This design comes from an exercise in tuning for small area on the open sky130 flow, not from production work.
Where RTL was checked, it was by simulation tests only, not by an equivalence proof against the original.
Power and IR drop assume default switching activity.

## juniper
==> flow/design.v (excerpt) <==
module debug_io_top #(
    parameter int FAST_CLK_BIT  = 2,
    parameter int SLOW_CLK_BIT  = 20,
    parameter int SCAN_DIV_BITS = 10,
    parameter int DEBOUNCE_LEN  = 8
) (
    input  logic                           clk,
    input  logic                           rst,
    input  logic [15:0]                    switch,
    input  logic [io_pkg::NUM_BUTTONS-1:0] btn,
    input  logic                           cosim_valid,
    input  logic [657:0]                   cosim_core_info,
    input  logic [63:0]                    cosim_mem_info,
    output logic                           clk_core,
    output logic [7:0]                     cs,
    output logic [7:0]                     an
);
Size: roughly 2400 cells after synthesis, ~760 I/O pins, roughly 29000 sq um of cells after synthesis.
Settings: LEC_CHECK=0, CAP_MARGIN=20, CORE_MARGIN=2, CORE_UTILIZATION=40, SLEW_MARGIN=20, SYNTH_HIERARCHICAL=1; clock period 15.0 ns.
run.sh (not shown) runs the stock make flow with config.mk's settings and CLKGATE_MAP_FILE= SYNTH_SCRIPT=/design/flow/synth_recipe.tcl, a recipe that flattens the netlist after the stock synthesis.
### juniper -> xenon
- CTS_CLUSTER_SIZE newly set to 30
- BUFFER_PORTS_ARGS newly set to -buffer_cell sky130_fd_sc_hd__buf_1
- CTS_BUF_LIST newly set to sky130_fd_sc_hd__clkbuf_8
==> flow/flow/run.sh (new file) <==
#!/bin/bash
set -euo pipefail
cd "$(dirname "$0")/.."
echo 'export BUFFER_PORTS_ARGS = -buffer_cell sky130_fd_sc_hd__buf_1' >> config.mk
bash standard.sh synth > synth.log 2>&1
bash standard.sh > layout.log 2>&1
==> flow/standard.sh (new file) <==
#!/bin/bash
# synth_recipe.tcl (not shown) runs the flow's synth.tcl, then flattens the netlist and writes it again
# the make line also repeats each setting of config.mk as NAME=value (left out here)
make -C /OpenROAD-flow-scripts/flow DESIGN_CONFIG=/design/flow/config.mk WORK_HOME=/design/flow/orfs CLKGATE_MAP_FILE= SYNTH_SCRIPT=/design/flow/synth_recipe.tcl "${@:-finish}"
removed: flow/run.sh
### Flow results
xenon: no failed stages, no open violations at the end. Taking juniper as the reference point, the wire length of xenon falls by 2700 um. Diff juniper -> xenon: clock-pin slew on the worst setup and hold paths comparable; net switching component of the power now larger; power share of the clock group now smaller. xenon vs juniper: relative area change from synthesis to final layout down. Delta (xenon minus juniper): overall power lost 4.9%; worst-case setup margin in the final layout picked up an extra 0.71 ns; internal power lost about 8%. Minimum setup slack among reg-to-reg paths essentially unchanged between juniper and xenon.
Inputs modified between xenon and raven:
- CTS_BUF_LIST now sky130_fd_sc_hd__clkbuf_4, was sky130_fd_sc_hd__clkbuf_8
- BUFFER_PORTS_ARGS no longer set, was -buffer_cell sky130_fd_sc_hd__buf_1
- CTS_CLUSTER_SIZE now 20, was 30
==> flow/run.sh (new file) <==
#!/bin/bash
# synth_recipe.tcl (not shown) runs the flow's synth.tcl, then flattens the netlist and writes it again
# the make line also repeats each setting of config.mk as NAME=value (left out here)
make -C /OpenROAD-flow-scripts/flow DESIGN_CONFIG=/design/flow/config.mk WORK_HOME=/design/flow/orfs CLKGATE_MAP_FILE= SYNTH_SCRIPT=/design/flow/synth_recipe.tcl finish
removed: flow/flow/run.sh
removed: flow/standard.sh
## What came out
- Measured against each other, xenon and raven differ in setup slack, the lower figure coming from raven.
- Of xenon and raven, raven shows the higher global-route usage, with xenon below it.
- Non-clock buffer total of the final layout essentially unchanged between raven and xenon.
- Relative to xenon, relative max-transition margin decreased by 5.1 points in raven.
- xenon → raven: flip-flop and latch share of the layout cell area now smaller, worst supply voltage drop on vdd went down, wire length of the first global-routing pass picked up an extra about 3%, total power divided by cell area lost 15 nW/um^2.
- Final antenna diode count, raven vs xenon: down by more than 10%
- When raven is set beside xenon, its non-clock buffering overhead in the final layout turns out to be 11 points larger.
Input changes introduced in harbor (baseline for comparison: raven):
- clearing CTS_BUF_LIST, which used to be sky130_fd_sc_hd__clkbuf_4
- clearing CTS_CLUSTER_SIZE, which used to be 20
- clearing SYNTH_HIERARCHICAL, which used to be 1
--- outcome ---
raven → harbor: number of nets in the finished design decreased by about 18% relative to the old numbers; wire length on met3 now sits lower; combinational power decreased 29%.
No run of this note included a check of the RTL's function; only the layout flow was run.

---

Another version of the RTL of debug_io_top (not shown whole).
For scale: about 2,200 cells after synthesis, ~750 flip-flops, about 760 I/O pins, roughly 28,000 um^2 of cells after synthesis.
export LEC_CHECK = 0
export CAP_MARGIN = 20
export CORE_MARGIN = 2
export CORE_UTILIZATION = 40
export SLEW_MARGIN = 20
export SYNTH_HIERARCHICAL = 1
export BUFFER_PORTS_ARGS = -buffer_cell sky130_fd_sc_hd__buf_1
export CTS_ARGS = -sink_clustering_enable -repair_clock_nets -sink_clustering_size 18 -sink_clustering_max_diameter 60 -buf_list sky130_fd_sc_hd__clkbuf_8 -dont_use_dummy_load
create_clock -name core_clock -period 15.0 [get_ports {clk}]
standard.sh (not shown) runs the stock make flow with config.mk's settings and CLKGATE_MAP_FILE= SYNTH_SCRIPT=/design/flow/synth_recipe.tcl, a recipe that flattens the netlist after the stock synthesis.
==> flow/flow/run.sh <==
#!/bin/bash
set -euo pipefail
cd "$(dirname "$0")/.."
cat >> config.mk <<'EOC'
export BUFFER_PORTS_ARGS = -buffer_cell sky130_fd_sc_hd__buf_1
export CTS_ARGS = -sink_clustering_enable -repair_clock_nets -sink_clustering_size 18 -sink_clustering_max_diameter 60 -buf_list sky130_fd_sc_hd__clkbuf_8 -dont_use_dummy_load
EOC
bash standard.sh synth > synth.log 2>&1
bash standard.sh > layout.log 2>&1
The first run produced a clean layout.
Rerun with:
==> flow/flow/run.sh (replaced) <==
#!/bin/bash
set -euo pipefail
cd "$(dirname "$0")/.."
cat >> config.mk <<'EOC'
export BUFFER_PORTS_ARGS = -buffer_cell sky130_fd_sc_hd__buf_1
export CTS_ARGS = -sink_clustering_enable -repair_clock_nets -sink_clustering_size 28 -sink_clustering_max_diameter 80 -buf_list sky130_fd_sc_hd__clkbuf_16 -dont_use_dummy_load
EOC
bash standard.sh synth > synth.log 2>&1
bash standard.sh > layout.log 2>&1
--- a/flow/config.mk
+++ b/flow/config.mk
@@ -13,2 +13,2 @@
 export BUFFER_PORTS_ARGS = -buffer_cell sky130_fd_sc_hd__buf_1
-export CTS_ARGS = -sink_clustering_enable -repair_clock_nets -sink_clustering_size 18 -sink_clustering_max_diameter 60 -buf_list sky130_fd_sc_hd__clkbuf_8 -dont_use_dummy_load
+export CTS_ARGS = -sink_clustering_enable -repair_clock_nets -sink_clustering_size 28 -sink_clustering_max_diameter 80 -buf_list sky130_fd_sc_hd__clkbuf_16 -dont_use_dummy_load
=> Worst setup slack degrades by 5.2 ps. Fmax barely changes. Sequential share of layout area falls by 0.26 points. Clock-buffer cell count falls by 19.
Function was not checked in any run of this note: the RTL went through the layout flow alone.

---

## tundra
Another version of the RTL of debug_io_top (not shown whole).
For scale: ~2200 cells after synthesis, roughly 760 I/O pins, ~27000 um^2 of cells after synthesis.
Settings: LEC_CHECK=0, CAP_MARGIN=20, CORE_MARGIN=2, CORE_UTILIZATION=40, SLEW_MARGIN=20, SYNTH_HIERARCHICAL=1, BUFFER_PORTS_ARGS=-buffer_cell sky130_fd_sc_hd__buf_1, CTS_ARGS=-sink_clustering_enable -repair_clock_nets -sink_clustering_size 18 -sink_clustering_max_diameter 80 -buf_list sky130_fd_sc_hd__clkbuf_8 -dont_use_dummy_load; clock period 15.0 ns.
==> flow/flow/run.sh <==
#!/bin/bash
set -euo pipefail
cd "$(dirname "$0")/.."
cat >> config.mk <<'EOC'
export BUFFER_PORTS_ARGS = -buffer_cell sky130_fd_sc_hd__buf_1
export CTS_ARGS = -sink_clustering_enable -repair_clock_nets -sink_clustering_size 18 -sink_clustering_max_diameter 80 -buf_list sky130_fd_sc_hd__clkbuf_8 -dont_use_dummy_load
EOC
bash standard.sh synth > synth.log 2>&1
bash standard.sh > layout.log 2>&1
Input-level comparison between yarrow and tundra:
Settings: a change of CTS_ARGS from -sink_clustering_enable -repair_clock_nets -sink_clustering_size 18 -sink_clustering_max_diameter 80 -buf_list sky130_fd_sc_hd__clkbuf_8 -dont_use_dummy_load to -sink_clustering_enable -repair_clock_nets -sink_clustering_size 18 -sink_clustering_max_diameter 90 -buf_list sky130_fd_sc_hd__clkbuf_8 -dont_use_dummy_load; a change of CAP_MARGIN from 20 to 0; a change of SLEW_MARGIN from 20 to 0.
--- a/flow/flow/run.sh
+++ b/flow/flow/run.sh
@@ -6 +6 @@
-export CTS_ARGS = -sink_clustering_enable -repair_clock_nets -sink_clustering_size 18 -sink_clustering_max_diameter 80 -buf_list sky130_fd_sc_hd__clkbuf_8 -dont_use_dummy_load
+export CTS_ARGS = -sink_clustering_enable -repair_clock_nets -sink_clustering_size 18 -sink_clustering_max_diameter 90 -buf_list sky130_fd_sc_hd__clkbuf_8 -dont_use_dummy_load
### Flow results
yarrow: PASS, flow complete, no timing, DRC or antenna violations
~same clock network fraction of design power in tundra and yarrow
Going from tundra to yarrow, data arrival time of the worst path grows by 0.16 ns.
Met2 demand-to-capacity share in global routing: yarrow vs tundra — no meaningful difference
From tundra to yarrow the numbers moved as follows: setup slack -0.16 ns; number of buffers inserted for hold repair after clock tree synthesis ~0 delta; final critical path time including I/O delays and setup +0.16 ns.
Comparing tundra and yarrow, first-iteration DRC count is higher on yarrow.
Diff yarrow..tundra | synthesized netlist net count | unchanged
Function was not checked in any run of this note: the RTL went through the layout flow alone.

---

debug_io_top, a different RTL version from the one above (not shown whole).
Size: about 2200 cells after synthesis, about 750 flip-flops, roughly 760 I/O pins, roughly 0.027 mm2 of cells after synthesis.
==> flow/config.mk <==
export PLATFORM = sky130hd
export DESIGN_NAME = debug_io_top
export DESIGN_NICKNAME = debug_io_top
export VERILOG_FILES = /design/flow/design.v
export SDC_FILE = /design/flow/constraint.sdc
export NUM_CORES = 4
export LEC_CHECK = 0
export CAP_MARGIN = 0
export CORE_MARGIN = 2
export CORE_UTILIZATION = 40
export SLEW_MARGIN = 0
export SYNTH_HIERARCHICAL = 1
export BUFFER_PORTS_ARGS = -buffer_cell sky130_fd_sc_hd__buf_1
export CTS_ARGS = -sink_clustering_enable -repair_clock_nets -sink_clustering_size 10 -sink_clustering_max_diameter 60 -buf_list sky130_fd_sc_hd__clkbuf_4 -dont_use_dummy_load
==> flow/constraint.sdc <==
create_clock -name core_clock -period 15.0 [get_ports {clk}]
set_input_delay 3.0000 -clock core_clock [delete_from_list [all_inputs] [get_ports {clk}]]
set_output_delay 3.0000 -clock core_clock [all_outputs]
set_load 0.01 [all_outputs]
==> flow/flow/run.sh <==
#!/bin/bash
set -euo pipefail
cd "$(dirname "$0")/.."
cat >> config.mk <<'EOC'
export BUFFER_PORTS_ARGS = -buffer_cell sky130_fd_sc_hd__buf_1
export CTS_ARGS = -sink_clustering_enable -repair_clock_nets -sink_clustering_size 10 -sink_clustering_max_diameter 60 -buf_list sky130_fd_sc_hd__clkbuf_4 -dont_use_dummy_load
EOC
bash standard.sh synth > synth.log 2>&1
bash standard.sh > layout.log 2>&1
Change:
==> flow/flow/run.sh (replaced) <==
#!/bin/bash
set -euo pipefail
cd "$(dirname "$0")/.."
cat >> config.mk <<'EOC'
export BUFFER_PORTS_ARGS = -buffer_cell sky130_fd_sc_hd__buf_1
export CTS_ARGS = -sink_clustering_enable -repair_clock_nets -sink_clustering_size 18 -sink_clustering_max_diameter 90 -buf_list sky130_fd_sc_hd__clkbuf_8 -dont_use_dummy_load
EOC
bash standard.sh synth > synth.log 2>&1
bash standard.sh > layout.log 2>&1
==> flow/config.mk (replaced) <==
export PLATFORM = sky130hd
export DESIGN_NAME = debug_io_top
export DESIGN_NICKNAME = debug_io_top
export VERILOG_FILES = /design/flow/design.v
export SDC_FILE = /design/flow/constraint.sdc
export NUM_CORES = 4
export LEC_CHECK = 0
export CAP_MARGIN = 0
export CORE_MARGIN = 2
export CORE_UTILIZATION = 42
export SLEW_MARGIN = 0
export SYNTH_HIERARCHICAL = 1
export BUFFER_PORTS_ARGS = -buffer_cell sky130_fd_sc_hd__buf_1
export CTS_ARGS = -sink_clustering_enable -repair_clock_nets -sink_clustering_size 18 -sink_clustering_max_diameter 90 -buf_list sky130_fd_sc_hd__clkbuf_8 -dont_use_dummy_load
Result:
- sequential cell count does not change
- die area is lower by a few percent
- sequential share of layout area stays flat
- count of clock-buffer cells in the layout went down by 39
- utilization rises by 2.4 points
Change:
--- a/flow/config.mk
+++ b/flow/config.mk
@@ -9,3 +9,3 @@
 export CORE_MARGIN = 2
-export CORE_UTILIZATION = 42
+export CORE_UTILIZATION = 36
 export SLEW_MARGIN = 0
Result: The changed run passed the timing, design-rule and antenna checks; synthesized cell count stays the same; power hardly moves; hold slack loses 0.0049 ns.

---

## v26
debug_io_top again, from the RTL that the note above started with.
export LEC_CHECK = 0
export CAP_MARGIN = 0
export CORE_MARGIN = 2
export CORE_UTILIZATION = 40
export GPL_ROUTABILITY_DRIVEN = 0
export GPL_TIMING_DRIVEN = 0
export SLEW_MARGIN = 0
export SYNTH_HIERARCHICAL = 1
export BUFFER_PORTS_ARGS = -buffer_cell sky130_fd_sc_hd__buf_1
export CTS_ARGS = -sink_clustering_enable -repair_clock_nets -sink_clustering_size 18 -sink_clustering_max_diameter 90 -buf_list sky130_fd_sc_hd__clkbuf_8 -dont_use_dummy_load
create_clock -name core_clock -period 15.0 [get_ports {clk}]
==> flow/flow/run.sh <==
#!/bin/bash
set -euo pipefail
cd "$(dirname "$0")/.."
cat >> config.mk <<'EOC'
export BUFFER_PORTS_ARGS = -buffer_cell sky130_fd_sc_hd__buf_1
export CTS_ARGS = -sink_clustering_enable -repair_clock_nets -sink_clustering_size 18 -sink_clustering_max_diameter 90 -buf_list sky130_fd_sc_hd__clkbuf_8 -dont_use_dummy_load
EOC
bash standard.sh synth > synth.log 2>&1
bash standard.sh > layout.log 2>&1
Input changes introduced in v48 (baseline for comparison: v26):
--- a/flow/flow/run.sh
+++ b/flow/flow/run.sh
@@ -6 +6 @@
-export CTS_ARGS = -sink_clustering_enable -repair_clock_nets -sink_clustering_size 18 -sink_clustering_max_diameter 90 -buf_list sky130_fd_sc_hd__clkbuf_8 -dont_use_dummy_load
+export CTS_ARGS = -sink_clustering_enable -repair_clock_nets -sink_clustering_size 14 -sink_clustering_max_diameter 80 -buf_list "sky130_fd_sc_hd__clkbuf_4 sky130_fd_sc_hd__clkbuf_8" -dont_use_dummy_load
--- a/flow/config.mk
+++ b/flow/config.mk
@@ -11,2 +10,0 @@
-export GPL_ROUTABILITY_DRIVEN = 0
-export GPL_TIMING_DRIVEN = 0
@@ -16 +14 @@
-export CTS_ARGS = -sink_clustering_enable -repair_clock_nets -sink_clustering_size 18 -sink_clustering_max_diameter 90 -buf_list sky130_fd_sc_hd__clkbuf_8 -dont_use_dummy_load
+export CTS_ARGS = -sink_clustering_enable -repair_clock_nets -sink_clustering_size 14 -sink_clustering_max_diameter 80 -buf_list "sky130_fd_sc_hd__clkbuf_4 sky130_fd_sc_hd__clkbuf_8" -dont_use_dummy_load
--- outcome ---
Comparing filler cell count for v48 and v26, the smaller number came from v26. Summary of v48 over v26: final design utilization decreased 2.4 points; total power increased about 0.5%. Post-synthesis cell count: v48 vs v26 identical.
The following lists how v57 was set up differently from v48:
==> flow/flow/run.sh <==
#!/bin/bash
set -euo pipefail
cd "$(dirname "$0")/.."
cat >> config.mk <<'EOC'
export BUFFER_PORTS_ARGS = -buffer_cell sky130_fd_sc_hd__buf_1
export CTS_ARGS = -sink_clustering_enable -repair_clock_nets -sink_clustering_size 18 -sink_clustering_max_diameter 90 -buf_list sky130_fd_sc_hd__clkbuf_8 -dont_use_dummy_load
EOC
bash standard.sh synth > synth.log 2>&1
bash standard.sh > layout.log 2>&1
--- a/flow/config.mk
+++ b/flow/config.mk
@@ -14 +14 @@
-export CTS_ARGS = -sink_clustering_enable -repair_clock_nets -sink_clustering_size 14 -sink_clustering_max_diameter 80 -buf_list "sky130_fd_sc_hd__clkbuf_4 sky130_fd_sc_hd__clkbuf_8" -dont_use_dummy_load
+export CTS_ARGS = -sink_clustering_enable -repair_clock_nets -sink_clustering_size 18 -sink_clustering_max_diameter 90 -buf_list sky130_fd_sc_hd__clkbuf_8 -dont_use_dummy_load
==> run summary <==
The number of cells produced by synthesis was comparable across v57 and v48. Going from v48 to v57, minimum clock period went down 120 ps; post-synthesis to final-layout area growth went down 0.64 points. Non-filler instance count after layout came out lower on v57 than on v48. Between v48 and v57, the flow reports peak supply drop decreasing by more than 10%. Of v57 and v48, the run reporting the lower sequential share of layout area was v48.

[static timing again, ports no longer ideal]
No port has a modelled driver above. Below, the same layouts with a new extraction and two added sets of constraints. Step 1: set_driving_cell puts a clkbuf_16 on clk and a buf_2 on each other input, an assumption about the parent block. Step 2 moves the port delays by t, midway between the first and last clock arrival at a register: inputs arrive t later, outputs are due t later. That takes back most of the time a late clock gives input paths. Slacks: ideal / step 1 / step 2; pairs: ideal / step 1.
run | t (ns) | slack for setup (ns) | worst setup path at the end | pins driven straight from the clock port
juniper | 0.685 | 4.364 / 4.287 / 4.287 | input to output | 1
xenon | 0.828 | 5.073 / 4.993 / 4.993 | input to output | 1
raven | 1.069 | 4.386 / 4.306 / 4.306 | input to output | 1
harbor | 0.693 | 4.530 / 4.450 / 4.450 | input to output | 1
the first run of note 2 | 0.737 | 5.719 / 5.621 / 5.621 | input to output | 1
the second run of note 2 | 0.630 | 5.713 / 5.625 / 5.625 | input to output | 1
tundra | 0.701 | 5.623 / 5.542 / 5.542 | input to output | 1
yarrow | 0.712 | 5.464 / 5.375 / 5.375 | input to output | 1
the first run of note 4 | 0.895 | 5.574 / 5.457 / 5.457 | input to output | 1
the second run of note 4 | 0.722 | 5.537 / 5.460 / 5.460 | input to output | 1
the third run of note 4 | 0.723 | 5.465 / 5.336 / 5.336 | input to output | 1
v26 | 0.739 | 5.428 / 5.347 / 5.347 | input to output | 1
v48 | 0.743 | 5.508 / 5.392 / 5.392 | input to output | 1
v57 | 0.722 | 5.631 / 5.511 / 5.511 | input to output | 1
After both steps setup and hold are still met in every run listed. The setup slack of the third run of note 4, which loses most, moves by -0.129 ns with the drivers and by -0.129 ns with both steps.
